This is an optimization exercise on Yosys and OpenROAD, whose aim is small area, a short achievable clock period and few clock cycles per item, not a production implementation. In this exercise RTL edits were held to simulation tests only and were not proved equivalent to the original.

==> flow/design.v (outline; a module is shown in full before it is edited, if it fits) <==
// module mul_26x17_pipe: 20 lines
// module multi_seq_78: 2330 lines
module multi_seq_78 #(
    parameter int RADIX   = 78,
    parameter int DSP_LAT = 3
) (
    input  logic                 clk,
    input  logic                 rst_n,
    input  logic                 in_valid,
    output logic                 in_ready,
    input  logic [RADIX-1:0]     a,
    input  logic [RADIX-1:0]     b,
    output logic                 out_valid,
    input  logic                 out_ready,
    output logic [2*RADIX-1:0]   prod,
    output logic                 busy
);
  // ...
==> flow/run.sh <==
#!/bin/bash
# synth_recipe.tcl (not shown) runs the flow's synth.tcl, then flattens the netlist and writes it again
# the make line also repeats each setting of config.mk as NAME=value (left out here)
make -C /OpenROAD-flow-scripts/flow DESIGN_CONFIG=/design/flow/config.mk WORK_HOME=/design/flow/orfs CLKGATE_MAP_FILE= SYNTH_SCRIPT=/design/flow/synth_recipe.tcl finish
==> flow/config.mk <==
export PLATFORM = sky130hd
export DESIGN_NAME = multi_seq_78
export DESIGN_NICKNAME = multi_seq_78
export VERILOG_FILES = /design/flow/design.v
export SDC_FILE = /design/flow/constraint.sdc
export NUM_CORES = 4
export LEC_CHECK = 0
export CAP_MARGIN = 20
export CORE_MARGIN = 2
export CORE_UTILIZATION = 65
export PLACE_DENSITY = 0.75
export SETUP_SLACK_MARGIN = 4.0
export SLEW_MARGIN = 20
==> flow/constraint.sdc <==
create_clock -name core_clock -period 6.8 [get_ports {clk}]
set_input_delay 1.3600 -clock core_clock [delete_from_list [all_inputs] [get_ports {clk}]]
set_output_delay 1.3600 -clock core_clock [all_outputs]
set_load 0.01 [all_outputs]
==> notes.md, run 1 <==
status=timing/DRC/antenna clean; Die H=223 um; post-route cell area=38700 um^2; met1 Usage GRT=48.2%; most frequent cells in the layout=inv_1, xnor2_1, fa_1, a22oi_1, ha_1; layout cell share with drive strength beyond 1=18.0%; area occupied by multi-input gates=20300 um^2; final period utilization=60.1%; Worst-Margin Slew=0.782 ns; row count=80; max reg flops=80; commonest non-fill, non-tap cell in the layout=inv_1; root cell of the clock tree=clkbuf_16; clock sinks=352; DIE WIDTH=223 um; most frequent CP cell=ha_1; TritonRoute pass-1 iters=6; async set or reset register ratio after synthesis=0%; critical path startpoint category=flip-flop; simple-gate share of the synthesized area=5.73%; Worst setup startpoint=hs_r[50]$_DFF_P_; clock buffer depth=3; slowest CP cell=dfxtp_1; Worst-path clk slew=0.07 ns; Sum Neg Setup Slack=0 ns
Testbench counts, summed over its fixed seeds: cycles 20,800, items 1,600.
==> run 2, diff against run 1 <==
--- a/flow/design.v
+++ b/flow/design.v
@@ -42,18 +42,20 @@
     logic [7:0]    ls_r, lc_r;  
     logic [1:0]    cin_r;       
     logic          negl_r;      
     logic [3:0]    neg_r, one_r, two_r;
     logic [3:0]    cnt_r;
     logic          first_r;     
     logic          busy_r;
     logic          ov_r;
+    logic          cl_r;        
     logic          step;
     logic          fin;
+    logic          fin2;
     logic [79:0]   hs_g, hc_g;
     logic [7:0]    ls_g, lc_g;
     logic [1:0]    cin_g;
     logic          negl_g;
     logic [8:0]    win;
     logic [3:0]    neg_n, one_n, two_n;
     logic [9:0]    low;
     logic [83:0]   fin_x, fin_y, fin_s;
@@ -703,18 +705,19 @@
     logic t640;
     logic t641;
     logic t642;
     logic t643;
     logic t644;
     logic t645;
     logic t646;
     logic [87:0] r0, r1;
-    assign step = busy_r & ~ov_r & (cnt_r != 4'd10);
+    assign step = busy_r & ~ov_r & (cnt_r < 4'd10);
     assign fin  = busy_r & ~ov_r & (cnt_r == 4'd10);
+    assign fin2 = busy_r & ~ov_r & (cnt_r == 4'd11);
     assign hs_g   = first_r ? '0 : hs_r;
     assign hc_g   = first_r ? '0 : hc_r;
     assign ls_g   = first_r ? '0 : ls_r;
     assign lc_g   = first_r ? '0 : lc_r;
     assign cin_g  = first_r ? '0 : cin_r;
     assign negl_g = first_r ? '0 : negl_r;
     assign win = busy_r ? lo_r[15:7] : {b[7:0], 1'b0};
     always_comb begin
@@ -1540,814 +1543,65 @@
     assign fin_x[80] = hs_r[72] ^ hc_r[72];
     assign fin_y[80] = hs_r[71] | hc_r[71];
     assign fin_x[81] = ~(hs_r[73] ^ hc_r[73]);
     assign fin_y[81] = hs_r[72] & hc_r[72];
     assign fin_x[82] = hs_r[74] ^ hc_r[74];
     assign fin_y[82] = hs_r[73] | hc_r[73];
     assign fin_x[83] = ~(hs_r[75] ^ hc_r[75]);
     assign fin_y[83] = hs_r[74] & hc_r[74];
-    logic [83:0] pg_g0, pg_p0;
-    assign pg_g0 = fin_x & fin_y;
-    assign pg_p0 = fin_x ^ fin_y;
-    logic pg_g1_1, pg_p1_1;
-    assign pg_g1_1 = pg_g0[1] | (pg_p0[1] & pg_g0[0]);
-    assign pg_p1_1 = pg_p0[1] & pg_p0[0];
-    logic pg_g1_3, pg_p1_3;
-    assign pg_g1_3 = pg_g0[3] | (pg_p0[3] & pg_g0[2]);
-    assign pg_p1_3 = pg_p0[3] & pg_p0[2];
-    logic pg_g1_5, pg_p1_5;
-    assign pg_g1_5 = pg_g0[5] | (pg_p0[5] & pg_g0[4]);
-    assign pg_p1_5 = pg_p0[5] & pg_p0[4];
-    logic pg_g1_7, pg_p1_7;
-    assign pg_g1_7 = pg_g0[7] | (pg_p0[7] & pg_g0[6]);
-    assign pg_p1_7 = pg_p0[7] & pg_p0[6];
-    logic pg_g1_9, pg_p1_9;
-    assign pg_g1_9 = pg_g0[9] | (pg_p0[9] & pg_g0[8]);
-    assign pg_p1_9 = pg_p0[9] & pg_p0[8];
-    logic pg_g1_11, pg_p1_11;
-    assign pg_g1_11 = pg_g0[11] | (pg_p0[11] & pg_g0[10]);
-    assign pg_p1_11 = pg_p0[11] & pg_p0[10];
-    logic pg_g1_13, pg_p1_13;
-    assign pg_g1_13 = pg_g0[13] | (pg_p0[13] & pg_g0[12]);
-    assign pg_p1_13 = pg_p0[13] & pg_p0[12];
-    logic pg_g1_15, pg_p1_15;
-    assign pg_g1_15 = pg_g0[15] | (pg_p0[15] & pg_g0[14]);
-    assign pg_p1_15 = pg_p0[15] & pg_p0[14];
-    logic pg_g1_17, pg_p1_17;
-    assign pg_g1_17 = pg_g0[17] | (pg_p0[17] & pg_g0[16]);
-    assign pg_p1_17 = pg_p0[17] & pg_p0[16];
-    logic pg_g1_19, pg_p1_19;
-    assign pg_g1_19 = pg_g0[19] | (pg_p0[19] & pg_g0[18]);
-    assign pg_p1_19 = pg_p0[19] & pg_p0[18];
-    logic pg_g1_21, pg_p1_21;
-    assign pg_g1_21 = pg_g0[21] | (pg_p0[21] & pg_g0[20]);
-    assign pg_p1_21 = pg_p0[21] & pg_p0[20];
-    logic pg_g1_23, pg_p1_23;
-    assign pg_g1_23 = pg_g0[23] | (pg_p0[23] & pg_g0[22]);
-    assign pg_p1_23 = pg_p0[23] & pg_p0[22];
-    logic pg_g1_25, pg_p1_25;
-    assign pg_g1_25 = pg_g0[25] | (pg_p0[25] & pg_g0[24]);
-    assign pg_p1_25 = pg_p0[25] & pg_p0[24];
-    logic pg_g1_27, pg_p1_27;
-    assign pg_g1_27 = pg_g0[27] | (pg_p0[27] & pg_g0[26]);
-    assign pg_p1_27 = pg_p0[27] & pg_p0[26];
-    logic pg_g1_29, pg_p1_29;
-    assign pg_g1_29 = pg_g0[29] | (pg_p0[29] & pg_g0[28]);
-    assign pg_p1_29 = pg_p0[29] & pg_p0[28];
-    logic pg_g1_31, pg_p1_31;
-    assign pg_g1_31 = pg_g0[31] | (pg_p0[31] & pg_g0[30]);
-    assign pg_p1_31 = pg_p0[31] & pg_p0[30];
-    logic pg_g1_33, pg_p1_33;
-    assign pg_g1_33 = pg_g0[33] | (pg_p0[33] & pg_g0[32]);
-    assign pg_p1_33 = pg_p0[33] & pg_p0[32];
-    logic pg_g1_35, pg_p1_35;
-    assign pg_g1_35 = pg_g0[35] | (pg_p0[35] & pg_g0[34]);
-    assign pg_p1_35 = pg_p0[35] & pg_p0[34];
-    logic pg_g1_37, pg_p1_37;
-    assign pg_g1_37 = pg_g0[37] | (pg_p0[37] & pg_g0[36]);
-    assign pg_p1_37 = pg_p0[37] & pg_p0[36];
-    logic pg_g1_39, pg_p1_39;
-    assign pg_g1_39 = pg_g0[39] | (pg_p0[39] & pg_g0[38]);
-    assign pg_p1_39 = pg_p0[39] & pg_p0[38];
-    logic pg_g1_41, pg_p1_41;
-    assign pg_g1_41 = pg_g0[41] | (pg_p0[41] & pg_g0[40]);
-    assign pg_p1_41 = pg_p0[41] & pg_p0[40];
-    logic pg_g1_43, pg_p1_43;
-    assign pg_g1_43 = pg_g0[43] | (pg_p0[43] & pg_g0[42]);
-    assign pg_p1_43 = pg_p0[43] & pg_p0[42];
-    logic pg_g1_45, pg_p1_45;
-    assign pg_g1_45 = pg_g0[45] | (pg_p0[45] & pg_g0[44]);
-    assign pg_p1_45 = pg_p0[45] & pg_p0[44];
-    logic pg_g1_47, pg_p1_47;
-    assign pg_g1_47 = pg_g0[47] | (pg_p0[47] & pg_g0[46]);
-    assign pg_p1_47 = pg_p0[47] & pg_p0[46];
-    logic pg_g1_49, pg_p1_49;
-    assign pg_g1_49 = pg_g0[49] | (pg_p0[49] & pg_g0[48]);
-    assign pg_p1_49 = pg_p0[49] & pg_p0[48];
-    logic pg_g1_51, pg_p1_51;
-    assign pg_g1_51 = pg_g0[51] | (pg_p0[51] & pg_g0[50]);
-    assign pg_p1_51 = pg_p0[51] & pg_p0[50];
-    logic pg_g1_53, pg_p1_53;
-    assign pg_g1_53 = pg_g0[53] | (pg_p0[53] & pg_g0[52]);
-    assign pg_p1_53 = pg_p0[53] & pg_p0[52];
-    logic pg_g1_55, pg_p1_55;
-    assign pg_g1_55 = pg_g0[55] | (pg_p0[55] & pg_g0[54]);
-    assign pg_p1_55 = pg_p0[55] & pg_p0[54];
-    logic pg_g1_57, pg_p1_57;
-    assign pg_g1_57 = pg_g0[57] | (pg_p0[57] & pg_g0[56]);
-    assign pg_p1_57 = pg_p0[57] & pg_p0[56];
-    logic pg_g1_59, pg_p1_59;
-    assign pg_g1_59 = pg_g0[59] | (pg_p0[59] & pg_g0[58]);
-    assign pg_p1_59 = pg_p0[59] & pg_p0[58];
-    logic pg_g1_61, pg_p1_61;
-    assign pg_g1_61 = pg_g0[61] | (pg_p0[61] & pg_g0[60]);
-    assign pg_p1_61 = pg_p0[61] & pg_p0[60];
-    logic pg_g1_63, pg_p1_63;
-    assign pg_g1_63 = pg_g0[63] | (pg_p0[63] & pg_g0[62]);
-    assign pg_p1_63 = pg_p0[63] & pg_p0[62];
-    logic pg_g1_65, pg_p1_65;
-    assign pg_g1_65 = pg_g0[65] | (pg_p0[65] & pg_g0[64]);
-    assign pg_p1_65 = pg_p0[65] & pg_p0[64];
-    logic pg_g1_67, pg_p1_67;
-    assign pg_g1_67 = pg_g0[67] | (pg_p0[67] & pg_g0[66]);
-    assign pg_p1_67 = pg_p0[67] & pg_p0[66];
-    logic pg_g1_69, pg_p1_69;
-    assign pg_g1_69 = pg_g0[69] | (pg_p0[69] & pg_g0[68]);
-    assign pg_p1_69 = pg_p0[69] & pg_p0[68];
-    logic pg_g1_71, pg_p1_71;
-    assign pg_g1_71 = pg_g0[71] | (pg_p0[71] & pg_g0[70]);
-    assign pg_p1_71 = pg_p0[71] & pg_p0[70];
-    logic pg_g1_73, pg_p1_73;
-    assign pg_g1_73 = pg_g0[73] | (pg_p0[73] & pg_g0[72]);
-    assign pg_p1_73 = pg_p0[73] & pg_p0[72];
-    logic pg_g1_75, pg_p1_75;
-    assign pg_g1_75 = pg_g0[75] | (pg_p0[75] & pg_g0[74]);
-    assign pg_p1_75 = pg_p0[75] & pg_p0[74];
-    logic pg_g1_77, pg_p1_77;
-    assign pg_g1_77 = pg_g0[77] | (pg_p0[77] & pg_g0[76]);
-    assign pg_p1_77 = pg_p0[77] & pg_p0[76];
-    logic pg_g1_79, pg_p1_79;
-    assign pg_g1_79 = pg_g0[79] | (pg_p0[79] & pg_g0[78]);
-    assign pg_p1_79 = pg_p0[79] & pg_p0[78];
-    logic pg_g1_81, pg_p1_81;
-    assign pg_g1_81 = pg_g0[81] | (pg_p0[81] & pg_g0[80]);
-    assign pg_p1_81 = pg_p0[81] & pg_p0[80];
-    logic pg_g1_83, pg_p1_83;
-    assign pg_g1_83 = pg_g0[83] | (pg_p0[83] & pg_g0[82]);
-    assign pg_p1_83 = pg_p0[83] & pg_p0[82];
-    logic pg_g2_2, pg_p2_2;
-    assign pg_g2_2 = pg_g0[2] | (pg_p0[2] & pg_g1_1);
-    assign pg_p2_2 = pg_p0[2] & pg_p1_1;
-    logic pg_g2_3, pg_p2_3;
-    assign pg_g2_3 = pg_g1_3 | (pg_p1_3 & pg_g1_1);
-    assign pg_p2_3 = pg_p1_3 & pg_p1_1;
-    logic pg_g2_6, pg_p2_6;
-    assign pg_g2_6 = pg_g0[6] | (pg_p0[6] & pg_g1_5);
-    assign pg_p2_6 = pg_p0[6] & pg_p1_5;
-    logic pg_g2_7, pg_p2_7;
-    assign pg_g2_7 = pg_g1_7 | (pg_p1_7 & pg_g1_5);
-    assign pg_p2_7 = pg_p1_7 & pg_p1_5;
-    logic pg_g2_10, pg_p2_10;
-    assign pg_g2_10 = pg_g0[10] | (pg_p0[10] & pg_g1_9);
-    assign pg_p2_10 = pg_p0[10] & pg_p1_9;
-    logic pg_g2_11, pg_p2_11;
-    assign pg_g2_11 = pg_g1_11 | (pg_p1_11 & pg_g1_9);
-    assign pg_p2_11 = pg_p1_11 & pg_p1_9;
-    logic pg_g2_14, pg_p2_14;
-    assign pg_g2_14 = pg_g0[14] | (pg_p0[14] & pg_g1_13);
-    assign pg_p2_14 = pg_p0[14] & pg_p1_13;
-    logic pg_g2_15, pg_p2_15;
-    assign pg_g2_15 = pg_g1_15 | (pg_p1_15 & pg_g1_13);
-    assign pg_p2_15 = pg_p1_15 & pg_p1_13;
-    logic pg_g2_18, pg_p2_18;
-    assign pg_g2_18 = pg_g0[18] | (pg_p0[18] & pg_g1_17);
-    assign pg_p2_18 = pg_p0[18] & pg_p1_17;
-    logic pg_g2_19, pg_p2_19;
-    assign pg_g2_19 = pg_g1_19 | (pg_p1_19 & pg_g1_17);
-    assign pg_p2_19 = pg_p1_19 & pg_p1_17;
-    logic pg_g2_22, pg_p2_22;
-    assign pg_g2_22 = pg_g0[22] | (pg_p0[22] & pg_g1_21);
-    assign pg_p2_22 = pg_p0[22] & pg_p1_21;
-    logic pg_g2_23, pg_p2_23;
-    assign pg_g2_23 = pg_g1_23 | (pg_p1_23 & pg_g1_21);
-    assign pg_p2_23 = pg_p1_23 & pg_p1_21;
-    logic pg_g2_26, pg_p2_26;
-    assign pg_g2_26 = pg_g0[26] | (pg_p0[26] & pg_g1_25);
-    assign pg_p2_26 = pg_p0[26] & pg_p1_25;
-    logic pg_g2_27, pg_p2_27;
-    assign pg_g2_27 = pg_g1_27 | (pg_p1_27 & pg_g1_25);
-    assign pg_p2_27 = pg_p1_27 & pg_p1_25;
-    logic pg_g2_30, pg_p2_30;
-    assign pg_g2_30 = pg_g0[30] | (pg_p0[30] & pg_g1_29);
-    assign pg_p2_30 = pg_p0[30] & pg_p1_29;
-    logic pg_g2_31, pg_p2_31;
-    assign pg_g2_31 = pg_g1_31 | (pg_p1_31 & pg_g1_29);
-    assign pg_p2_31 = pg_p1_31 & pg_p1_29;
-    logic pg_g2_34, pg_p2_34;
-    assign pg_g2_34 = pg_g0[34] | (pg_p0[34] & pg_g1_33);
-    assign pg_p2_34 = pg_p0[34] & pg_p1_33;
-    logic pg_g2_35, pg_p2_35;
-    assign pg_g2_35 = pg_g1_35 | (pg_p1_35 & pg_g1_33);
-    assign pg_p2_35 = pg_p1_35 & pg_p1_33;
-    logic pg_g2_38, pg_p2_38;
-    assign pg_g2_38 = pg_g0[38] | (pg_p0[38] & pg_g1_37);
-    assign pg_p2_38 = pg_p0[38] & pg_p1_37;
-    logic pg_g2_39, pg_p2_39;
-    assign pg_g2_39 = pg_g1_39 | (pg_p1_39 & pg_g1_37);
-    assign pg_p2_39 = pg_p1_39 & pg_p1_37;
-    logic pg_g2_42, pg_p2_42;
-    assign pg_g2_42 = pg_g0[42] | (pg_p0[42] & pg_g1_41);
-    assign pg_p2_42 = pg_p0[42] & pg_p1_41;
-    logic pg_g2_43, pg_p2_43;
-    assign pg_g2_43 = pg_g1_43 | (pg_p1_43 & pg_g1_41);
-    assign pg_p2_43 = pg_p1_43 & pg_p1_41;
-    logic pg_g2_46, pg_p2_46;
-    assign pg_g2_46 = pg_g0[46] | (pg_p0[46] & pg_g1_45);
-    assign pg_p2_46 = pg_p0[46] & pg_p1_45;
-    logic pg_g2_47, pg_p2_47;
-    assign pg_g2_47 = pg_g1_47 | (pg_p1_47 & pg_g1_45);
-    assign pg_p2_47 = pg_p1_47 & pg_p1_45;
-    logic pg_g2_50, pg_p2_50;
-    assign pg_g2_50 = pg_g0[50] | (pg_p0[50] & pg_g1_49);
-    assign pg_p2_50 = pg_p0[50] & pg_p1_49;
-    logic pg_g2_51, pg_p2_51;
-    assign pg_g2_51 = pg_g1_51 | (pg_p1_51 & pg_g1_49);
-    assign pg_p2_51 = pg_p1_51 & pg_p1_49;
-    logic pg_g2_54, pg_p2_54;
-    assign pg_g2_54 = pg_g0[54] | (pg_p0[54] & pg_g1_53);
-    assign pg_p2_54 = pg_p0[54] & pg_p1_53;
-    logic pg_g2_55, pg_p2_55;
-    assign pg_g2_55 = pg_g1_55 | (pg_p1_55 & pg_g1_53);
-    assign pg_p2_55 = pg_p1_55 & pg_p1_53;
-    logic pg_g2_58, pg_p2_58;
-    assign pg_g2_58 = pg_g0[58] | (pg_p0[58] & pg_g1_57);
-    assign pg_p2_58 = pg_p0[58] & pg_p1_57;
-    logic pg_g2_59, pg_p2_59;
-    assign pg_g2_59 = pg_g1_59 | (pg_p1_59 & pg_g1_57);
-    assign pg_p2_59 = pg_p1_59 & pg_p1_57;
-    logic pg_g2_62, pg_p2_62;
-    assign pg_g2_62 = pg_g0[62] | (pg_p0[62] & pg_g1_61);
-    assign pg_p2_62 = pg_p0[62] & pg_p1_61;
-    logic pg_g2_63, pg_p2_63;
-    assign pg_g2_63 = pg_g1_63 | (pg_p1_63 & pg_g1_61);
-    assign pg_p2_63 = pg_p1_63 & pg_p1_61;
-    logic pg_g2_66, pg_p2_66;
-    assign pg_g2_66 = pg_g0[66] | (pg_p0[66] & pg_g1_65);
-    assign pg_p2_66 = pg_p0[66] & pg_p1_65;
-    logic pg_g2_67, pg_p2_67;
-    assign pg_g2_67 = pg_g1_67 | (pg_p1_67 & pg_g1_65);
-    assign pg_p2_67 = pg_p1_67 & pg_p1_65;
-    logic pg_g2_70, pg_p2_70;
-    assign pg_g2_70 = pg_g0[70] | (pg_p0[70] & pg_g1_69);
-    assign pg_p2_70 = pg_p0[70] & pg_p1_69;
-    logic pg_g2_71, pg_p2_71;
-    assign pg_g2_71 = pg_g1_71 | (pg_p1_71 & pg_g1_69);
-    assign pg_p2_71 = pg_p1_71 & pg_p1_69;
-    logic pg_g2_74, pg_p2_74;
-    assign pg_g2_74 = pg_g0[74] | (pg_p0[74] & pg_g1_73);
-    assign pg_p2_74 = pg_p0[74] & pg_p1_73;
-    logic pg_g2_75, pg_p2_75;
-    assign pg_g2_75 = pg_g1_75 | (pg_p1_75 & pg_g1_73);
-    assign pg_p2_75 = pg_p1_75 & pg_p1_73;
-    logic pg_g2_78, pg_p2_78;
-    assign pg_g2_78 = pg_g0[78] | (pg_p0[78] & pg_g1_77);
-    assign pg_p2_78 = pg_p0[78] & pg_p1_77;
-    logic pg_g2_79, pg_p2_79;
-    assign pg_g2_79 = pg_g1_79 | (pg_p1_79 & pg_g1_77);
-    assign pg_p2_79 = pg_p1_79 & pg_p1_77;
-    logic pg_g2_82, pg_p2_82;
-    assign pg_g2_82 = pg_g0[82] | (pg_p0[82] & pg_g1_81);
-    assign pg_p2_82 = pg_p0[82] & pg_p1_81;
-    logic pg_g2_83, pg_p2_83;
-    assign pg_g2_83 = pg_g1_83 | (pg_p1_83 & pg_g1_81);
-    assign pg_p2_83 = pg_p1_83 & pg_p1_81;
-    logic pg_g3_4, pg_p3_4;
-    assign pg_g3_4 = pg_g0[4] | (pg_p0[4] & pg_g2_3);
-    assign pg_p3_4 = pg_p0[4] & pg_p2_3;
-    logic pg_g3_5, pg_p3_5;
-    assign pg_g3_5 = pg_g1_5 | (pg_p1_5 & pg_g2_3);
-    assign pg_p3_5 = pg_p1_5 & pg_p2_3;
-    logic pg_g3_6, pg_p3_6;
-    assign pg_g3_6 = pg_g2_6 | (pg_p2_6 & pg_g2_3);
-    assign pg_p3_6 = pg_p2_6 & pg_p2_3;
-    logic pg_g3_7, pg_p3_7;
-    assign pg_g3_7 = pg_g2_7 | (pg_p2_7 & pg_g2_3);
-    assign pg_p3_7 = pg_p2_7 & pg_p2_3;
-    logic pg_g3_12, pg_p3_12;
-    assign pg_g3_12 = pg_g0[12] | (pg_p0[12] & pg_g2_11);
-    assign pg_p3_12 = pg_p0[12] & pg_p2_11;
-    logic pg_g3_13, pg_p3_13;
-    assign pg_g3_13 = pg_g1_13 | (pg_p1_13 & pg_g2_11);
-    assign pg_p3_13 = pg_p1_13 & pg_p2_11;
-    logic pg_g3_14, pg_p3_14;
-    assign pg_g3_14 = pg_g2_14 | (pg_p2_14 & pg_g2_11);
-    assign pg_p3_14 = pg_p2_14 & pg_p2_11;
-    logic pg_g3_15, pg_p3_15;
-    assign pg_g3_15 = pg_g2_15 | (pg_p2_15 & pg_g2_11);
-    assign pg_p3_15 = pg_p2_15 & pg_p2_11;
-    logic pg_g3_20, pg_p3_20;
-    assign pg_g3_20 = pg_g0[20] | (pg_p0[20] & pg_g2_19);
-    assign pg_p3_20 = pg_p0[20] & pg_p2_19;
-    logic pg_g3_21, pg_p3_21;
-    assign pg_g3_21 = pg_g1_21 | (pg_p1_21 & pg_g2_19);
-    assign pg_p3_21 = pg_p1_21 & pg_p2_19;
-    logic pg_g3_22, pg_p3_22;
-    assign pg_g3_22 = pg_g2_22 | (pg_p2_22 & pg_g2_19);
-    assign pg_p3_22 = pg_p2_22 & pg_p2_19;
-    logic pg_g3_23, pg_p3_23;
-    assign pg_g3_23 = pg_g2_23 | (pg_p2_23 & pg_g2_19);
-    assign pg_p3_23 = pg_p2_23 & pg_p2_19;
-    logic pg_g3_28, pg_p3_28;
-    assign pg_g3_28 = pg_g0[28] | (pg_p0[28] & pg_g2_27);
-    assign pg_p3_28 = pg_p0[28] & pg_p2_27;
-    logic pg_g3_29, pg_p3_29;
-    assign pg_g3_29 = pg_g1_29 | (pg_p1_29 & pg_g2_27);
-    assign pg_p3_29 = pg_p1_29 & pg_p2_27;
-    logic pg_g3_30, pg_p3_30;
-    assign pg_g3_30 = pg_g2_30 | (pg_p2_30 & pg_g2_27);
-    assign pg_p3_30 = pg_p2_30 & pg_p2_27;
-    logic pg_g3_31, pg_p3_31;
-    assign pg_g3_31 = pg_g2_31 | (pg_p2_31 & pg_g2_27);
-    assign pg_p3_31 = pg_p2_31 & pg_p2_27;
-    logic pg_g3_36, pg_p3_36;
-    assign pg_g3_36 = pg_g0[36] | (pg_p0[36] & pg_g2_35);
-    assign pg_p3_36 = pg_p0[36] & pg_p2_35;
-    logic pg_g3_37, pg_p3_37;
-    assign pg_g3_37 = pg_g1_37 | (pg_p1_37 & pg_g2_35);
-    assign pg_p3_37 = pg_p1_37 & pg_p2_35;
-    logic pg_g3_38, pg_p3_38;
-    assign pg_g3_38 = pg_g2_38 | (pg_p2_38 & pg_g2_35);
-    assign pg_p3_38 = pg_p2_38 & pg_p2_35;
-    logic pg_g3_39, pg_p3_39;
-    assign pg_g3_39 = pg_g2_39 | (pg_p2_39 & pg_g2_35);
-    assign pg_p3_39 = pg_p2_39 & pg_p2_35;
-    logic pg_g3_44, pg_p3_44;
-    assign pg_g3_44 = pg_g0[44] | (pg_p0[44] & pg_g2_43);
-    assign pg_p3_44 = pg_p0[44] & pg_p2_43;
-    logic pg_g3_45, pg_p3_45;
-    assign pg_g3_45 = pg_g1_45 | (pg_p1_45 & pg_g2_43);
-    assign pg_p3_45 = pg_p1_45 & pg_p2_43;
-    logic pg_g3_46, pg_p3_46;
-    assign pg_g3_46 = pg_g2_46 | (pg_p2_46 & pg_g2_43);
-    assign pg_p3_46 = pg_p2_46 & pg_p2_43;
-    logic pg_g3_47, pg_p3_47;
-    assign pg_g3_47 = pg_g2_47 | (pg_p2_47 & pg_g2_43);
-    assign pg_p3_47 = pg_p2_47 & pg_p2_43;
-    logic pg_g3_52, pg_p3_52;
-    assign pg_g3_52 = pg_g0[52] | (pg_p0[52] & pg_g2_51);
-    assign pg_p3_52 = pg_p0[52] & pg_p2_51;
-    logic pg_g3_53, pg_p3_53;
-    assign pg_g3_53 = pg_g1_53 | (pg_p1_53 & pg_g2_51);
-    assign pg_p3_53 = pg_p1_53 & pg_p2_51;
-    logic pg_g3_54, pg_p3_54;
-    assign pg_g3_54 = pg_g2_54 | (pg_p2_54 & pg_g2_51);
-    assign pg_p3_54 = pg_p2_54 & pg_p2_51;
-    logic pg_g3_55, pg_p3_55;
-    assign pg_g3_55 = pg_g2_55 | (pg_p2_55 & pg_g2_51);
-    assign pg_p3_55 = pg_p2_55 & pg_p2_51;
-    logic pg_g3_60, pg_p3_60;
-    assign pg_g3_60 = pg_g0[60] | (pg_p0[60] & pg_g2_59);
-    assign pg_p3_60 = pg_p0[60] & pg_p2_59;
-    logic pg_g3_61, pg_p3_61;
-    assign pg_g3_61 = pg_g1_61 | (pg_p1_61 & pg_g2_59);
-    assign pg_p3_61 = pg_p1_61 & pg_p2_59;
-    logic pg_g3_62, pg_p3_62;
-    assign pg_g3_62 = pg_g2_62 | (pg_p2_62 & pg_g2_59);
-    assign pg_p3_62 = pg_p2_62 & pg_p2_59;
-    logic pg_g3_63, pg_p3_63;
-    assign pg_g3_63 = pg_g2_63 | (pg_p2_63 & pg_g2_59);
-    assign pg_p3_63 = pg_p2_63 & pg_p2_59;
-    logic pg_g3_68, pg_p3_68;
-    assign pg_g3_68 = pg_g0[68] | (pg_p0[68] & pg_g2_67);
-    assign pg_p3_68 = pg_p0[68] & pg_p2_67;
-    logic pg_g3_69, pg_p3_69;
-    assign pg_g3_69 = pg_g1_69 | (pg_p1_69 & pg_g2_67);
-    assign pg_p3_69 = pg_p1_69 & pg_p2_67;
-    logic pg_g3_70, pg_p3_70;
-    assign pg_g3_70 = pg_g2_70 | (pg_p2_70 & pg_g2_67);
-    assign pg_p3_70 = pg_p2_70 & pg_p2_67;
-    logic pg_g3_71, pg_p3_71;
-    assign pg_g3_71 = pg_g2_71 | (pg_p2_71 & pg_g2_67);
-    assign pg_p3_71 = pg_p2_71 & pg_p2_67;
-    logic pg_g3_76, pg_p3_76;
-    assign pg_g3_76 = pg_g0[76] | (pg_p0[76] & pg_g2_75);
-    assign pg_p3_76 = pg_p0[76] & pg_p2_75;
-    logic pg_g3_77, pg_p3_77;
-    assign pg_g3_77 = pg_g1_77 | (pg_p1_77 & pg_g2_75);
-    assign pg_p3_77 = pg_p1_77 & pg_p2_75;
-    logic pg_g3_78, pg_p3_78;
-    assign pg_g3_78 = pg_g2_78 | (pg_p2_78 & pg_g2_75);
-    assign pg_p3_78 = pg_p2_78 & pg_p2_75;
-    logic pg_g3_79, pg_p3_79;
-    assign pg_g3_79 = pg_g2_79 | (pg_p2_79 & pg_g2_75);
-    assign pg_p3_79 = pg_p2_79 & pg_p2_75;
-    logic pg_g4_8, pg_p4_8;
-    assign pg_g4_8 = pg_g0[8] | (pg_p0[8] & pg_g3_7);
-    assign pg_p4_8 = pg_p0[8] & pg_p3_7;
-    logic pg_g4_9, pg_p4_9;
-    assign pg_g4_9 = pg_g1_9 | (pg_p1_9 & pg_g3_7);
-    assign pg_p4_9 = pg_p1_9 & pg_p3_7;
-    logic pg_g4_10, pg_p4_10;
-    assign pg_g4_10 = pg_g2_10 | (pg_p2_10 & pg_g3_7);
-    assign pg_p4_10 = pg_p2_10 & pg_p3_7;
-    logic pg_g4_11, pg_p4_11;
-    assign pg_g4_11 = pg_g2_11 | (pg_p2_11 & pg_g3_7);
-    assign pg_p4_11 = pg_p2_11 & pg_p3_7;
-    logic pg_g4_12, pg_p4_12;
-    assign pg_g4_12 = pg_g3_12 | (pg_p3_12 & pg_g3_7);
-    assign pg_p4_12 = pg_p3_12 & pg_p3_7;
-    logic pg_g4_13, pg_p4_13;
-    assign pg_g4_13 = pg_g3_13 | (pg_p3_13 & pg_g3_7);
-    assign pg_p4_13 = pg_p3_13 & pg_p3_7;
-    logic pg_g4_14, pg_p4_14;
-    assign pg_g4_14 = pg_g3_14 | (pg_p3_14 & pg_g3_7);
-    assign pg_p4_14 = pg_p3_14 & pg_p3_7;
-    logic pg_g4_15, pg_p4_15;
-    assign pg_g4_15 = pg_g3_15 | (pg_p3_15 & pg_g3_7);
-    assign pg_p4_15 = pg_p3_15 & pg_p3_7;
-    logic pg_g4_24, pg_p4_24;
-    assign pg_g4_24 = pg_g0[24] | (pg_p0[24] & pg_g3_23);
-    assign pg_p4_24 = pg_p0[24] & pg_p3_23;
-    logic pg_g4_25, pg_p4_25;
-    assign pg_g4_25 = pg_g1_25 | (pg_p1_25 & pg_g3_23);
-    assign pg_p4_25 = pg_p1_25 & pg_p3_23;
-    logic pg_g4_26, pg_p4_26;
-    assign pg_g4_26 = pg_g2_26 | (pg_p2_26 & pg_g3_23);
-    assign pg_p4_26 = pg_p2_26 & pg_p3_23;
-    logic pg_g4_27, pg_p4_27;
-    assign pg_g4_27 = pg_g2_27 | (pg_p2_27 & pg_g3_23);
-    assign pg_p4_27 = pg_p2_27 & pg_p3_23;
-    logic pg_g4_28, pg_p4_28;
-    assign pg_g4_28 = pg_g3_28 | (pg_p3_28 & pg_g3_23);
-    assign pg_p4_28 = pg_p3_28 & pg_p3_23;
-    logic pg_g4_29, pg_p4_29;
-    assign pg_g4_29 = pg_g3_29 | (pg_p3_29 & pg_g3_23);
-    assign pg_p4_29 = pg_p3_29 & pg_p3_23;
-    logic pg_g4_30, pg_p4_30;
-    assign pg_g4_30 = pg_g3_30 | (pg_p3_30 & pg_g3_23);
-    assign pg_p4_30 = pg_p3_30 & pg_p3_23;
-    logic pg_g4_31, pg_p4_31;
-    assign pg_g4_31 = pg_g3_31 | (pg_p3_31 & pg_g3_23);
-    assign pg_p4_31 = pg_p3_31 & pg_p3_23;
-    logic pg_g4_40, pg_p4_40;
-    assign pg_g4_40 = pg_g0[40] | (pg_p0[40] & pg_g3_39);
-    assign pg_p4_40 = pg_p0[40] & pg_p3_39;
-    logic pg_g4_41, pg_p4_41;
-    assign pg_g4_41 = pg_g1_41 | (pg_p1_41 & pg_g3_39);
-    assign pg_p4_41 = pg_p1_41 & pg_p3_39;
-    logic pg_g4_42, pg_p4_42;
-    assign pg_g4_42 = pg_g2_42 | (pg_p2_42 & pg_g3_39);
-    assign pg_p4_42 = pg_p2_42 & pg_p3_39;
-    logic pg_g4_43, pg_p4_43;
-    assign pg_g4_43 = pg_g2_43 | (pg_p2_43 & pg_g3_39);
-    assign pg_p4_43 = pg_p2_43 & pg_p3_39;
-    logic pg_g4_44, pg_p4_44;
-    assign pg_g4_44 = pg_g3_44 | (pg_p3_44 & pg_g3_39);
-    assign pg_p4_44 = pg_p3_44 & pg_p3_39;
-    logic pg_g4_45, pg_p4_45;
-    assign pg_g4_45 = pg_g3_45 | (pg_p3_45 & pg_g3_39);
-    assign pg_p4_45 = pg_p3_45 & pg_p3_39;
-    logic pg_g4_46, pg_p4_46;
-    assign pg_g4_46 = pg_g3_46 | (pg_p3_46 & pg_g3_39);
-    assign pg_p4_46 = pg_p3_46 & pg_p3_39;
-    logic pg_g4_47, pg_p4_47;
-    assign pg_g4_47 = pg_g3_47 | (pg_p3_47 & pg_g3_39);
-    assign pg_p4_47 = pg_p3_47 & pg_p3_39;
-    logic pg_g4_56, pg_p4_56;
-    assign pg_g4_56 = pg_g0[56] | (pg_p0[56] & pg_g3_55);
-    assign pg_p4_56 = pg_p0[56] & pg_p3_55;
-    logic pg_g4_57, pg_p4_57;
-    assign pg_g4_57 = pg_g1_57 | (pg_p1_57 & pg_g3_55);
-    assign pg_p4_57 = pg_p1_57 & pg_p3_55;
-    logic pg_g4_58, pg_p4_58;
-    assign pg_g4_58 = pg_g2_58 | (pg_p2_58 & pg_g3_55);
-    assign pg_p4_58 = pg_p2_58 & pg_p3_55;
-    logic pg_g4_59, pg_p4_59;
-    assign pg_g4_59 = pg_g2_59 | (pg_p2_59 & pg_g3_55);
-    assign pg_p4_59 = pg_p2_59 & pg_p3_55;
-    logic pg_g4_60, pg_p4_60;
-    assign pg_g4_60 = pg_g3_60 | (pg_p3_60 & pg_g3_55);
-    assign pg_p4_60 = pg_p3_60 & pg_p3_55;
-    logic pg_g4_61, pg_p4_61;
-    assign pg_g4_61 = pg_g3_61 | (pg_p3_61 & pg_g3_55);
-    assign pg_p4_61 = pg_p3_61 & pg_p3_55;
-    logic pg_g4_62, pg_p4_62;
-    assign pg_g4_62 = pg_g3_62 | (pg_p3_62 & pg_g3_55);
-    assign pg_p4_62 = pg_p3_62 & pg_p3_55;
-    logic pg_g4_63, pg_p4_63;
-    assign pg_g4_63 = pg_g3_63 | (pg_p3_63 & pg_g3_55);
-    assign pg_p4_63 = pg_p3_63 & pg_p3_55;
-    logic pg_g4_72, pg_p4_72;
-    assign pg_g4_72 = pg_g0[72] | (pg_p0[72] & pg_g3_71);
-    assign pg_p4_72 = pg_p0[72] & pg_p3_71;
-    logic pg_g4_73, pg_p4_73;
-    assign pg_g4_73 = pg_g1_73 | (pg_p1_73 & pg_g3_71);
-    assign pg_p4_73 = pg_p1_73 & pg_p3_71;
-    logic pg_g4_74, pg_p4_74;
-    assign pg_g4_74 = pg_g2_74 | (pg_p2_74 & pg_g3_71);
-    assign pg_p4_74 = pg_p2_74 & pg_p3_71;
-    logic pg_g4_75, pg_p4_75;
-    assign pg_g4_75 = pg_g2_75 | (pg_p2_75 & pg_g3_71);
-    assign pg_p4_75 = pg_p2_75 & pg_p3_71;
-    logic pg_g4_76, pg_p4_76;
-    assign pg_g4_76 = pg_g3_76 | (pg_p3_76 & pg_g3_71);
-    assign pg_p4_76 = pg_p3_76 & pg_p3_71;
-    logic pg_g4_77, pg_p4_77;
-    assign pg_g4_77 = pg_g3_77 | (pg_p3_77 & pg_g3_71);
-    assign pg_p4_77 = pg_p3_77 & pg_p3_71;
-    logic pg_g4_78, pg_p4_78;
-    assign pg_g4_78 = pg_g3_78 | (pg_p3_78 & pg_g3_71);
-    assign pg_p4_78 = pg_p3_78 & pg_p3_71;
-    logic pg_g4_79, pg_p4_79;
-    assign pg_g4_79 = pg_g3_79 | (pg_p3_79 & pg_g3_71);
-    assign pg_p4_79 = pg_p3_79 & pg_p3_71;
-    logic pg_g5_16, pg_p5_16;
-    assign pg_g5_16 = pg_g0[16] | (pg_p0[16] & pg_g4_15);
-    assign pg_p5_16 = pg_p0[16] & pg_p4_15;
-    logic pg_g5_17, pg_p5_17;
-    assign pg_g5_17 = pg_g1_17 | (pg_p1_17 & pg_g4_15);
-    assign pg_p5_17 = pg_p1_17 & pg_p4_15;
-    logic pg_g5_18, pg_p5_18;
-    assign pg_g5_18 = pg_g2_18 | (pg_p2_18 & pg_g4_15);
-    assign pg_p5_18 = pg_p2_18 & pg_p4_15;
-    logic pg_g5_19, pg_p5_19;
-    assign pg_g5_19 = pg_g2_19 | (pg_p2_19 & pg_g4_15);
-    assign pg_p5_19 = pg_p2_19 & pg_p4_15;
-    logic pg_g5_20, pg_p5_20;
-    assign pg_g5_20 = pg_g3_20 | (pg_p3_20 & pg_g4_15);
-    assign pg_p5_20 = pg_p3_20 & pg_p4_15;
-    logic pg_g5_21, pg_p5_21;
-    assign pg_g5_21 = pg_g3_21 | (pg_p3_21 & pg_g4_15);
-    assign pg_p5_21 = pg_p3_21 & pg_p4_15;
-    logic pg_g5_22, pg_p5_22;
-    assign pg_g5_22 = pg_g3_22 | (pg_p3_22 & pg_g4_15);
-    assign pg_p5_22 = pg_p3_22 & pg_p4_15;
-    logic pg_g5_23, pg_p5_23;
-    assign pg_g5_23 = pg_g3_23 | (pg_p3_23 & pg_g4_15);
-    assign pg_p5_23 = pg_p3_23 & pg_p4_15;
-    logic pg_g5_24, pg_p5_24;
-    assign pg_g5_24 = pg_g4_24 | (pg_p4_24 & pg_g4_15);
-    assign pg_p5_24 = pg_p4_24 & pg_p4_15;
-    logic pg_g5_25, pg_p5_25;
-    assign pg_g5_25 = pg_g4_25 | (pg_p4_25 & pg_g4_15);
-    assign pg_p5_25 = pg_p4_25 & pg_p4_15;
-    logic pg_g5_26, pg_p5_26;
-    assign pg_g5_26 = pg_g4_26 | (pg_p4_26 & pg_g4_15);
-    assign pg_p5_26 = pg_p4_26 & pg_p4_15;
-    logic pg_g5_27, pg_p5_27;
-    assign pg_g5_27 = pg_g4_27 | (pg_p4_27 & pg_g4_15);
-    assign pg_p5_27 = pg_p4_27 & pg_p4_15;
-    logic pg_g5_28, pg_p5_28;
-    assign pg_g5_28 = pg_g4_28 | (pg_p4_28 & pg_g4_15);
-    assign pg_p5_28 = pg_p4_28 & pg_p4_15;
-    logic pg_g5_29, pg_p5_29;
-    assign pg_g5_29 = pg_g4_29 | (pg_p4_29 & pg_g4_15);
-    assign pg_p5_29 = pg_p4_29 & pg_p4_15;
-    logic pg_g5_30, pg_p5_30;
-    assign pg_g5_30 = pg_g4_30 | (pg_p4_30 & pg_g4_15);
-    assign pg_p5_30 = pg_p4_30 & pg_p4_15;
-    logic pg_g5_31, pg_p5_31;
-    assign pg_g5_31 = pg_g4_31 | (pg_p4_31 & pg_g4_15);
-    assign pg_p5_31 = pg_p4_31 & pg_p4_15;
-    logic pg_g5_48, pg_p5_48;
-    assign pg_g5_48 = pg_g0[48] | (pg_p0[48] & pg_g4_47);
-    assign pg_p5_48 = pg_p0[48] & pg_p4_47;
-    logic pg_g5_49, pg_p5_49;
-    assign pg_g5_49 = pg_g1_49 | (pg_p1_49 & pg_g4_47);
-    assign pg_p5_49 = pg_p1_49 & pg_p4_47;
-    logic pg_g5_50, pg_p5_50;
-    assign pg_g5_50 = pg_g2_50 | (pg_p2_50 & pg_g4_47);
-    assign pg_p5_50 = pg_p2_50 & pg_p4_47;
-    logic pg_g5_51, pg_p5_51;
-    assign pg_g5_51 = pg_g2_51 | (pg_p2_51 & pg_g4_47);
-    assign pg_p5_51 = pg_p2_51 & pg_p4_47;
-    logic pg_g5_52, pg_p5_52;
-    assign pg_g5_52 = pg_g3_52 | (pg_p3_52 & pg_g4_47);
-    assign pg_p5_52 = pg_p3_52 & pg_p4_47;
-    logic pg_g5_53, pg_p5_53;
-    assign pg_g5_53 = pg_g3_53 | (pg_p3_53 & pg_g4_47);
-    assign pg_p5_53 = pg_p3_53 & pg_p4_47;
-    logic pg_g5_54, pg_p5_54;
-    assign pg_g5_54 = pg_g3_54 | (pg_p3_54 & pg_g4_47);
-    assign pg_p5_54 = pg_p3_54 & pg_p4_47;
-    logic pg_g5_55, pg_p5_55;
-    assign pg_g5_55 = pg_g3_55 | (pg_p3_55 & pg_g4_47);
-    assign pg_p5_55 = pg_p3_55 & pg_p4_47;
-    logic pg_g5_56, pg_p5_56;
-    assign pg_g5_56 = pg_g4_56 | (pg_p4_56 & pg_g4_47);
-    assign pg_p5_56 = pg_p4_56 & pg_p4_47;
-    logic pg_g5_57, pg_p5_57;
-    assign pg_g5_57 = pg_g4_57 | (pg_p4_57 & pg_g4_47);
-    assign pg_p5_57 = pg_p4_57 & pg_p4_47;
-    logic pg_g5_58, pg_p5_58;
-    assign pg_g5_58 = pg_g4_58 | (pg_p4_58 & pg_g4_47);
-    assign pg_p5_58 = pg_p4_58 & pg_p4_47;
-    logic pg_g5_59, pg_p5_59;
-    assign pg_g5_59 = pg_g4_59 | (pg_p4_59 & pg_g4_47);
-    assign pg_p5_59 = pg_p4_59 & pg_p4_47;
-    logic pg_g5_60, pg_p5_60;
-    assign pg_g5_60 = pg_g4_60 | (pg_p4_60 & pg_g4_47);
-    assign pg_p5_60 = pg_p4_60 & pg_p4_47;
-    logic pg_g5_61, pg_p5_61;
-    assign pg_g5_61 = pg_g4_61 | (pg_p4_61 & pg_g4_47);
-    assign pg_p5_61 = pg_p4_61 & pg_p4_47;
-    logic pg_g5_62, pg_p5_62;
-    assign pg_g5_62 = pg_g4_62 | (pg_p4_62 & pg_g4_47);
-    assign pg_p5_62 = pg_p4_62 & pg_p4_47;
-    logic pg_g5_63, pg_p5_63;
-    assign pg_g5_63 = pg_g4_63 | (pg_p4_63 & pg_g4_47);
-    assign pg_p5_63 = pg_p4_63 & pg_p4_47;
-    logic pg_g5_80, pg_p5_80;
-    assign pg_g5_80 = pg_g0[80] | (pg_p0[80] & pg_g4_79);
-    assign pg_p5_80 = pg_p0[80] & pg_p4_79;
-    logic pg_g5_81, pg_p5_81;
-    assign pg_g5_81 = pg_g1_81 | (pg_p1_81 & pg_g4_79);
-    assign pg_p5_81 = pg_p1_81 & pg_p4_79;
-    logic pg_g5_82, pg_p5_82;
-    assign pg_g5_82 = pg_g2_82 | (pg_p2_82 & pg_g4_79);
-    assign pg_p5_82 = pg_p2_82 & pg_p4_79;
-    logic pg_g5_83, pg_p5_83;
-    assign pg_g5_83 = pg_g2_83 | (pg_p2_83 & pg_g4_79);
-    assign pg_p5_83 = pg_p2_83 & pg_p4_79;
-    logic pg_g6_32, pg_p6_32;
-    assign pg_g6_32 = pg_g0[32] | (pg_p0[32] & pg_g5_31);
-    assign pg_p6_32 = pg_p0[32] & pg_p5_31;
-    logic pg_g6_33, pg_p6_33;
-    assign pg_g6_33 = pg_g1_33 | (pg_p1_33 & pg_g5_31);
-    assign pg_p6_33 = pg_p1_33 & pg_p5_31;
-    logic pg_g6_34, pg_p6_34;
-    assign pg_g6_34 = pg_g2_34 | (pg_p2_34 & pg_g5_31);
-    assign pg_p6_34 = pg_p2_34 & pg_p5_31;
-    logic pg_g6_35, pg_p6_35;
-    assign pg_g6_35 = pg_g2_35 | (pg_p2_35 & pg_g5_31);
-    assign pg_p6_35 = pg_p2_35 & pg_p5_31;
-    logic pg_g6_36, pg_p6_36;
-    assign pg_g6_36 = pg_g3_36 | (pg_p3_36 & pg_g5_31);
-    assign pg_p6_36 = pg_p3_36 & pg_p5_31;
-    logic pg_g6_37, pg_p6_37;
-    assign pg_g6_37 = pg_g3_37 | (pg_p3_37 & pg_g5_31);
-    assign pg_p6_37 = pg_p3_37 & pg_p5_31;
-    logic pg_g6_38, pg_p6_38;
-    assign pg_g6_38 = pg_g3_38 | (pg_p3_38 & pg_g5_31);
-    assign pg_p6_38 = pg_p3_38 & pg_p5_31;
-    logic pg_g6_39, pg_p6_39;
-    assign pg_g6_39 = pg_g3_39 | (pg_p3_39 & pg_g5_31);
-    assign pg_p6_39 = pg_p3_39 & pg_p5_31;
-    logic pg_g6_40, pg_p6_40;
-    assign pg_g6_40 = pg_g4_40 | (pg_p4_40 & pg_g5_31);
-    assign pg_p6_40 = pg_p4_40 & pg_p5_31;
-    logic pg_g6_41, pg_p6_41;
-    assign pg_g6_41 = pg_g4_41 | (pg_p4_41 & pg_g5_31);
-    assign pg_p6_41 = pg_p4_41 & pg_p5_31;
-    logic pg_g6_42, pg_p6_42;
-    assign pg_g6_42 = pg_g4_42 | (pg_p4_42 & pg_g5_31);
-    assign pg_p6_42 = pg_p4_42 & pg_p5_31;
-    logic pg_g6_43, pg_p6_43;
-    assign pg_g6_43 = pg_g4_43 | (pg_p4_43 & pg_g5_31);
-    assign pg_p6_43 = pg_p4_43 & pg_p5_31;
-    logic pg_g6_44, pg_p6_44;
-    assign pg_g6_44 = pg_g4_44 | (pg_p4_44 & pg_g5_31);
-    assign pg_p6_44 = pg_p4_44 & pg_p5_31;
-    logic pg_g6_45, pg_p6_45;
-    assign pg_g6_45 = pg_g4_45 | (pg_p4_45 & pg_g5_31);
-    assign pg_p6_45 = pg_p4_45 & pg_p5_31;
-    logic pg_g6_46, pg_p6_46;
-    assign pg_g6_46 = pg_g4_46 | (pg_p4_46 & pg_g5_31);
-    assign pg_p6_46 = pg_p4_46 & pg_p5_31;
-    logic pg_g6_47, pg_p6_47;
-    assign pg_g6_47 = pg_g4_47 | (pg_p4_47 & pg_g5_31);
-    assign pg_p6_47 = pg_p4_47 & pg_p5_31;
-    logic pg_g6_48, pg_p6_48;
-    assign pg_g6_48 = pg_g5_48 | (pg_p5_48 & pg_g5_31);
-    assign pg_p6_48 = pg_p5_48 & pg_p5_31;
-    logic pg_g6_49, pg_p6_49;
-    assign pg_g6_49 = pg_g5_49 | (pg_p5_49 & pg_g5_31);
-    assign pg_p6_49 = pg_p5_49 & pg_p5_31;
-    logic pg_g6_50, pg_p6_50;
-    assign pg_g6_50 = pg_g5_50 | (pg_p5_50 & pg_g5_31);
-    assign pg_p6_50 = pg_p5_50 & pg_p5_31;
-    logic pg_g6_51, pg_p6_51;
-    assign pg_g6_51 = pg_g5_51 | (pg_p5_51 & pg_g5_31);
-    assign pg_p6_51 = pg_p5_51 & pg_p5_31;
-    logic pg_g6_52, pg_p6_52;
-    assign pg_g6_52 = pg_g5_52 | (pg_p5_52 & pg_g5_31);
-    assign pg_p6_52 = pg_p5_52 & pg_p5_31;
-    logic pg_g6_53, pg_p6_53;
-    assign pg_g6_53 = pg_g5_53 | (pg_p5_53 & pg_g5_31);
-    assign pg_p6_53 = pg_p5_53 & pg_p5_31;
-    logic pg_g6_54, pg_p6_54;
-    assign pg_g6_54 = pg_g5_54 | (pg_p5_54 & pg_g5_31);
-    assign pg_p6_54 = pg_p5_54 & pg_p5_31;
-    logic pg_g6_55, pg_p6_55;
-    assign pg_g6_55 = pg_g5_55 | (pg_p5_55 & pg_g5_31);
-    assign pg_p6_55 = pg_p5_55 & pg_p5_31;
-    logic pg_g6_56, pg_p6_56;
-    assign pg_g6_56 = pg_g5_56 | (pg_p5_56 & pg_g5_31);
-    assign pg_p6_56 = pg_p5_56 & pg_p5_31;
-    logic pg_g6_57, pg_p6_57;
-    assign pg_g6_57 = pg_g5_57 | (pg_p5_57 & pg_g5_31);
-    assign pg_p6_57 = pg_p5_57 & pg_p5_31;
-    logic pg_g6_58, pg_p6_58;
-    assign pg_g6_58 = pg_g5_58 | (pg_p5_58 & pg_g5_31);
-    assign pg_p6_58 = pg_p5_58 & pg_p5_31;
-    logic pg_g6_59, pg_p6_59;
-    assign pg_g6_59 = pg_g5_59 | (pg_p5_59 & pg_g5_31);
-    assign pg_p6_59 = pg_p5_59 & pg_p5_31;
-    logic pg_g6_60, pg_p6_60;
-    assign pg_g6_60 = pg_g5_60 | (pg_p5_60 & pg_g5_31);
-    assign pg_p6_60 = pg_p5_60 & pg_p5_31;
-    logic pg_g6_61, pg_p6_61;
-    assign pg_g6_61 = pg_g5_61 | (pg_p5_61 & pg_g5_31);
-    assign pg_p6_61 = pg_p5_61 & pg_p5_31;
-    logic pg_g6_62, pg_p6_62;
-    assign pg_g6_62 = pg_g5_62 | (pg_p5_62 & pg_g5_31);
-    assign pg_p6_62 = pg_p5_62 & pg_p5_31;
-    logic pg_g6_63, pg_p6_63;
-    assign pg_g6_63 = pg_g5_63 | (pg_p5_63 & pg_g5_31);
-    assign pg_p6_63 = pg_p5_63 & pg_p5_31;
-    logic pg_g7_64, pg_p7_64;
-    assign pg_g7_64 = pg_g0[64] | (pg_p0[64] & pg_g6_63);
-    assign pg_p7_64 = pg_p0[64] & pg_p6_63;
-    logic pg_g7_65, pg_p7_65;
-    assign pg_g7_65 = pg_g1_65 | (pg_p1_65 & pg_g6_63);
-    assign pg_p7_65 = pg_p1_65 & pg_p6_63;
-    logic pg_g7_66, pg_p7_66;
-    assign pg_g7_66 = pg_g2_66 | (pg_p2_66 & pg_g6_63);
-    assign pg_p7_66 = pg_p2_66 & pg_p6_63;
-    logic pg_g7_67, pg_p7_67;
-    assign pg_g7_67 = pg_g2_67 | (pg_p2_67 & pg_g6_63);
-    assign pg_p7_67 = pg_p2_67 & pg_p6_63;
-    logic pg_g7_68, pg_p7_68;
-    assign pg_g7_68 = pg_g3_68 | (pg_p3_68 & pg_g6_63);
-    assign pg_p7_68 = pg_p3_68 & pg_p6_63;
-    logic pg_g7_69, pg_p7_69;
-    assign pg_g7_69 = pg_g3_69 | (pg_p3_69 & pg_g6_63);
-    assign pg_p7_69 = pg_p3_69 & pg_p6_63;
-    logic pg_g7_70, pg_p7_70;
-    assign pg_g7_70 = pg_g3_70 | (pg_p3_70 & pg_g6_63);
-    assign pg_p7_70 = pg_p3_70 & pg_p6_63;
-    logic pg_g7_71, pg_p7_71;
-    assign pg_g7_71 = pg_g3_71 | (pg_p3_71 & pg_g6_63);
-    assign pg_p7_71 = pg_p3_71 & pg_p6_63;
-    logic pg_g7_72, pg_p7_72;
-    assign pg_g7_72 = pg_g4_72 | (pg_p4_72 & pg_g6_63);
-    assign pg_p7_72 = pg_p4_72 & pg_p6_63;
-    logic pg_g7_73, pg_p7_73;
-    assign pg_g7_73 = pg_g4_73 | (pg_p4_73 & pg_g6_63);
-    assign pg_p7_73 = pg_p4_73 & pg_p6_63;
-    logic pg_g7_74, pg_p7_74;
-    assign pg_g7_74 = pg_g4_74 | (pg_p4_74 & pg_g6_63);
-    assign pg_p7_74 = pg_p4_74 & pg_p6_63;
-    logic pg_g7_75, pg_p7_75;
-    assign pg_g7_75 = pg_g4_75 | (pg_p4_75 & pg_g6_63);
-    assign pg_p7_75 = pg_p4_75 & pg_p6_63;
-    logic pg_g7_76, pg_p7_76;
-    assign pg_g7_76 = pg_g4_76 | (pg_p4_76 & pg_g6_63);
-    assign pg_p7_76 = pg_p4_76 & pg_p6_63;
-    logic pg_g7_77, pg_p7_77;
-    assign pg_g7_77 = pg_g4_77 | (pg_p4_77 & pg_g6_63);
-    assign pg_p7_77 = pg_p4_77 & pg_p6_63;
-    logic pg_g7_78, pg_p7_78;
-    assign pg_g7_78 = pg_g4_78 | (pg_p4_78 & pg_g6_63);
-    assign pg_p7_78 = pg_p4_78 & pg_p6_63;
-    logic pg_g7_79, pg_p7_79;
-    assign pg_g7_79 = pg_g4_79 | (pg_p4_79 & pg_g6_63);
-    assign pg_p7_79 = pg_p4_79 & pg_p6_63;
-    logic pg_g7_80, pg_p7_80;
-    assign pg_g7_80 = pg_g5_80 | (pg_p5_80 & pg_g6_63);
-    assign pg_p7_80 = pg_p5_80 & pg_p6_63;
-    logic pg_g7_81, pg_p7_81;
-    assign pg_g7_81 = pg_g5_81 | (pg_p5_81 & pg_g6_63);
-    assign pg_p7_81 = pg_p5_81 & pg_p6_63;
-    logic pg_g7_82, pg_p7_82;
-    assign pg_g7_82 = pg_g5_82 | (pg_p5_82 & pg_g6_63);
-    assign pg_p7_82 = pg_p5_82 & pg_p6_63;
-    logic pg_g7_83, pg_p7_83;
-    assign pg_g7_83 = pg_g5_83 | (pg_p5_83 & pg_g6_63);
-    assign pg_p7_83 = pg_p5_83 & pg_p6_63;
-    assign fin_s = {pg_p0[83] ^ pg_g7_82, pg_p0[82] ^ pg_g7_81, pg_p0[81] ^ pg_g7_80, pg_p0[80] ^ pg_g7_79, pg_p0[79] ^ pg_g7_78, pg_p0[78] ^ pg_g7_77, pg_p0[77] ^ pg_g7_76, pg_p0[76] ^ pg_g7_75, pg_p0[75] ^ pg_g7_74, pg_p0[74] ^ pg_g7_73, pg_p0[73] ^ pg_g7_72, pg_p0[72] ^ pg_g7_71, pg_p0[71] ^ pg_g7_70, pg_p0[70] ^ pg_g7_69, pg_p0[69] ^ pg_g7_68, pg_p0[68] ^ pg_g7_67, pg_p0[67] ^ pg_g7_66, pg_p0[66] ^ pg_g7_65, pg_p0[65] ^ pg_g7_64, pg_p0[64] ^ pg_g6_63, pg_p0[63] ^ pg_g6_62, pg_p0[62] ^ pg_g6_61, pg_p0[61] ^ pg_g6_60, pg_p0[60] ^ pg_g6_59, pg_p0[59] ^ pg_g6_58, pg_p0[58] ^ pg_g6_57, pg_p0[57] ^ pg_g6_56, pg_p0[56] ^ pg_g6_55, pg_p0[55] ^ pg_g6_54, pg_p0[54] ^ pg_g6_53, pg_p0[53] ^ pg_g6_52, pg_p0[52] ^ pg_g6_51, pg_p0[51] ^ pg_g6_50, pg_p0[50] ^ pg_g6_49, pg_p0[49] ^ pg_g6_48, pg_p0[48] ^ pg_g6_47, pg_p0[47] ^ pg_g6_46, pg_p0[46] ^ pg_g6_45, pg_p0[45] ^ pg_g6_44, pg_p0[44] ^ pg_g6_43, pg_p0[43] ^ pg_g6_42, pg_p0[42] ^ pg_g6_41, pg_p0[41] ^ pg_g6_40, pg_p0[40] ^ pg_g6_39, pg_p0[39] ^ pg_g6_38, pg_p0[38] ^ pg_g6_37, pg_p0[37] ^ pg_g6_36, pg_p0[36] ^ pg_g6_35, pg_p0[35] ^ pg_g6_34, pg_p0[34] ^ pg_g6_33, pg_p0[33] ^ pg_g6_32, pg_p0[32] ^ pg_g5_31, pg_p0[31] ^ pg_g5_30, pg_p0[30] ^ pg_g5_29, pg_p0[29] ^ pg_g5_28, pg_p0[28] ^ pg_g5_27, pg_p0[27] ^ pg_g5_26, pg_p0[26] ^ pg_g5_25, pg_p0[25] ^ pg_g5_24, pg_p0[24] ^ pg_g5_23, pg_p0[23] ^ pg_g5_22, pg_p0[22] ^ pg_g5_21, pg_p0[21] ^ pg_g5_20, pg_p0[20] ^ pg_g5_19, pg_p0[19] ^ pg_g5_18, pg_p0[18] ^ pg_g5_17, pg_p0[17] ^ pg_g5_16, pg_p0[16] ^ pg_g4_15, pg_p0[15] ^ pg_g4_14, pg_p0[14] ^ pg_g4_13, pg_p0[13] ^ pg_g4_12, pg_p0[12] ^ pg_g4_11, pg_p0[11] ^ pg_g4_10, pg_p0[10] ^ pg_g4_9, pg_p0[9] ^ pg_g4_8, pg_p0[8] ^ pg_g3_7, pg_p0[7] ^ pg_g3_6, pg_p0[6] ^ pg_g3_5, pg_p0[5] ^ pg_g3_4, pg_p0[4] ^ pg_g2_3, pg_p0[3] ^ pg_g2_2, pg_p0[2] ^ pg_g1_1, pg_p0[1] ^ pg_g0[0], pg_p0[0]};
+    logic [46:0] fin_lo;
+    logic [37:0] fin_hi;
+    logic [37:0] fin_inc;
+    assign fin_lo = {1'b0, fin_x[45:0]} + {1'b0, fin_y[45:0]};
+    assign fin_hi = fin_x[83:46] + fin_y[83:46];
+    assign fin_s = {fin_hi, fin_lo[45:0]};
+    assign fin_inc = a_r[75:38] + {37'd0, cl_r};
     always_ff @(posedge clk) begin
         if (!busy_r) begin
             a_r  <= a;
             lo_r <= {2'b00, b};
         end else if (step) begin
             lo_r <= {low[7:0], lo_r[79:8]};
         end else if (fin) begin
             a_r[75:0] <= fin_s[83:8];
             lo_r <= {fin_s[7:0], lo_r[79:8]};
         end
+        else if (fin2) begin
+            a_r[75:38] <= fin_inc;
+        end
     end
     always_ff @(posedge clk) begin
         hs_r   <= r0[87:8];
         hc_r   <= r1[87:8];
         ls_r   <= r0[7:0];
         lc_r   <= r1[7:0];
         negl_r <= neg_r[3];
         cin_r  <= low[9:8];
         neg_r  <= neg_n;
         one_r  <= one_n;
         two_r  <= two_n;
         first_r <= ~busy_r;
+        cl_r    <= fin_lo[46];
     end
     always_ff @(posedge clk) begin
         if (!rst_n) begin
             busy_r <= 1'b0;
             ov_r   <= 1'b0;
             cnt_r  <= '0;
         end else if (!busy_r) begin
             cnt_r  <= '0;
             if (in_valid) busy_r <= 1'b1;
         end else if (ov_r) begin
             if (out_ready) begin
                 ov_r   <= 1'b0;
                 busy_r <= 1'b0;
             end
         end else begin
             cnt_r <= cnt_r + 1'b1;
-            if (fin) ov_r <= 1'b1;
+            if (fin2) ov_r <= 1'b1;
         end
     end
     assign in_ready  = ~busy_r;
     assign busy      = busy_r;
     assign out_valid = ov_r;
     assign prod      = {a_r[75:0], lo_r};
 endmodule
==> notes.md, run 2 <==
CTS Buf Count=43; reg2reg path depth=12; met1 Usage GRT=51.6% (+3.5 points); clock buffer depth=3 (unchanged); Final Critical Period=3.53 ns; most frequent cells in the layout=inv_1, xnor2_1, fa_1, a22oi_1, buf_4; async set or reset register ratio after synthesis=0% (unchanged); critical path startpoint category=flip-flop; Critical Path AT=3.88 ns; Final Hold Vio Count=0; top post-synthesis cells by area=fa_1, edfxtp_1, dfxtp_1; synthesized instance count=3476; Netlist cell types=71; DR vias/cell=6.40; final period utilization=51.9% (-8.2 points); Hold Crit Depth=0; final setup margin=3.27 ns; sequential share of the synthesized area=25.8%; Routability Congestion=0.963; Final nets=4413; EDFF count, synth=156; total track usage=41.9%; most frequent cell after synthesis=inv_1; worst hold-check path type=reg -> reg; clock sinks=353 (+0.28%); biggest regs=lo_r (80), hs_r (79); met2 GRT Util=68.9%; Area Growth Syn to Fin=23.7%; Worst-path clk slew=0.06 ns (about the same); placed cell area=36300 um^2; DIE WIDTH=231 um (+3.4%); vias=28530; first-pass GRT wire length=170 mm; Fmax=0.284 GHz; Synthesized Nets=4148; Yosys top cell area share=19.1%; Worst slew margin=10.2%; placed insts=4158; Routed WL per cell=26.3 um; CTS tree=built; PortBufs=318; commonest non-fill, non-tap cell in the layout=inv_1; RR Startpoint=ls_r[1]$_DFF_P_; worst hold path endpoint=hc_r[77]$_DFF_P_; I/O Pins=319; max reg flops=80 (unchanged); DRT iter0 DRCs=3015; reg-to-reg endpoint=a_r[36]$_DFFE_PP_; Primary FF master, synth=dfxtp_1; FF+latch count, synth=353; Data required, critical path=7.15 ns; Post-CTS Hold Fix Bufs=0; Cell Chain, Critical Path=fa_2 > ha_4 > a211oi_2 > o211ai_1 > a221o_1 > a21o_1 > a311oi_4 > buf_4 > o21bai_2 > a21oi_2 > xnor2_1 > mux2_2; DRC=0; Setup crit end kind=flip-flop; die area=53200 um^2; most used routing layer=met2; H-Tree Depth=2; slowest CP cell=fa_2; Initial Util=65.4%; Max Clock Skew=0.0217 ns; post-place setup slack=3.00 ns; Sum Neg Setup Slack=0 ns (unchanged); root cell of the clock tree=clkbuf_16; CP peak stage delay=0.41 ns; FF-to-FF setup slack=3.27 ns; Post-Route WL=117 mm; Core ar.=51100 um^2; critical path class=reg -> reg; # setup viols final=0; top cells by instance count after synthesis=inv_1, xnor2_1, fa_1; RSZ-0062 raised after global routing=true; total of warnings raised by yosys=1; vias in the first global route=28767; post-detail-place hpwl=72.7 mm; total of max-cap violations=0; Avg Synthesized Cell Area=9.61 um^2; Cell Area, Synth=33400 um^2; Worst-Margin Slew=1.34 ns (+0.560 ns); met3 track demand over resource=8.04%; Hold Startpoint=neg_r[3]$_DFF_P_; Finished Core Util=80.9%; Max Slew Vio Count=0; row count=83 (+3.8%); largest net degree at the start of global routing=80; post-synth top area cell=fa_1; Top reg by flops=lo_r; Die H=231 um (+3.4%); final non-filler cell total=4457; Clock Latency Late Sink=0.60 ns; status=timing/DRC/antenna clean; TritonRoute pass-1 iters=6 (unchanged); post-route cell area=41300 um^2 (+6.9%); initial antenna violation count=5; CP max FO=3; layout cell share with drive strength beyond 1=17.0% (-0.98 points); final antenna-violating net count=0; gr ovfl total=0
[run 2: logic make-up (layout without fill, tap and decap cells)]
| family | count (synthesis) | in the layout | synth area share, % |
|---|---|---|---|
| AND/OR/NAND/NOR | 528 | 530 | 8.09 |
| flip-flops | 353 | 353 | 25.8 |
| buffers and inverters | 864 | 1162 | 10.6 |
| other | 0 | 1 | 0 |
| multiplexers | 108 | 108 | 3.60 |
| AO/OA/AOI/OAI | 674 | 674 | 14.1 |
| XOR/XNOR | 436 | 436 | 11.4 |
| adder cells (fa/ha/maj) | 513 | 513 | 26.4 |
[run 2: worst max-delay path by stage]
stage	end	slack [ns]	start
CTS	a_r[35]$_DFFE_PP_	3.33	ls_r[1]$_DFF_P_
detailed placement	a_r[68]$_DFFE_PP_	3.00	a_r[38]$_DFFE_PP_
finish	a_r[36]$_DFFE_PP_	3.27	ls_r[1]$_DFF_P_
floorplan	a_r[35]$_DFFE_PP_	3.37	ls_r[1]$_DFF_P_
global placement	a_r[36]$_DFFE_PP_	3.01	ls_r[1]$_DFF_P_
global route	a_r[32]$_DFFE_PP_	3.17	hc_r[5]$_DFF_P_
[run 2: final cells by class]
cell class / instances / area, um^2
clock buffers: 60 / 1330
flip-flops and latches: 353 / 8710
clock inverters: 20 / 199
well taps: 680 / 851
fillers: 3198 / 9750
repair buffers: 552 / 5460
inverters: 527 / 2070
diodes: 1 / 2.50
repair inverters: 3 / 31.3
multi-input cells: 2261 / 22700
[run 2: metrics by stage]
step | hold WS, ns
final | 0.477
after global routing | 0.480
after CTS | 0.482
after detailed placement | 0.509
after global placement | 0.512
after floorplan | 0.374
[run 2: worst max-delay path: cells and delay by family, from the launching register on]
| kind | cells | cell delay [ns] |
|---|---|---|
| buffers and inverters | 1 | 0.20 |
| AO/OA/AOI/OAI | 7 | 1.70 |
| flip-flops | 1 | 0.33 |
| multiplexers | 1 | 0.27 |
| XOR/XNOR | 1 | 0.10 |
| adder cells (fa/ha/maj) | 2 | 0.67 |
[run 2: timing repair]
item / 4_1_cts / 5_1_grt
cloned: 6 / 8
gates resized for setup: 411 / 107
endpoints found under the setup margin: 544 / 300
pin swaps: 77 / 67
buffers inserted: 158 / 46
endpoints found under the hold margin: 0 / 0
[run 2: metal layers]
layer,vias to the layer above,wire length (um)
met5,-,11
met4,2,8740
met3,567,12300
met2,1973,54700
met1,14056,41400
li1,11932,-
Testbench counts of run 2, summed over its fixed seeds: cycles 22,400, items 1,600.

==> what the ideal ports hide <==
How much do the figures lean on ideal ports? The routed layouts below were timed once more, with nothing changed but the port constraints.
Step 1 assumes that a clkbuf_16 drives the clock port and a buf_2 every other input.
Step 2 adds t to the input delays and takes it off the output delays; t is the mean of the earliest and latest rising clock arrival at the registers after step 1. Input paths then give back, and output paths get back, about the clock's delay inside the block.
Three values: ideal ports, drivers, drivers and shift; two values: the first two.
run	shift t [ns]	slack for setup (ns)	worst data-port slew with drivers (ns)
run 1	0.661	2.714 / 2.714 / 2.714	0.09
run 2	0.653	3.274 / 3.274 / 3.274	0.13
After both steps every run listed still meets setup and hold.
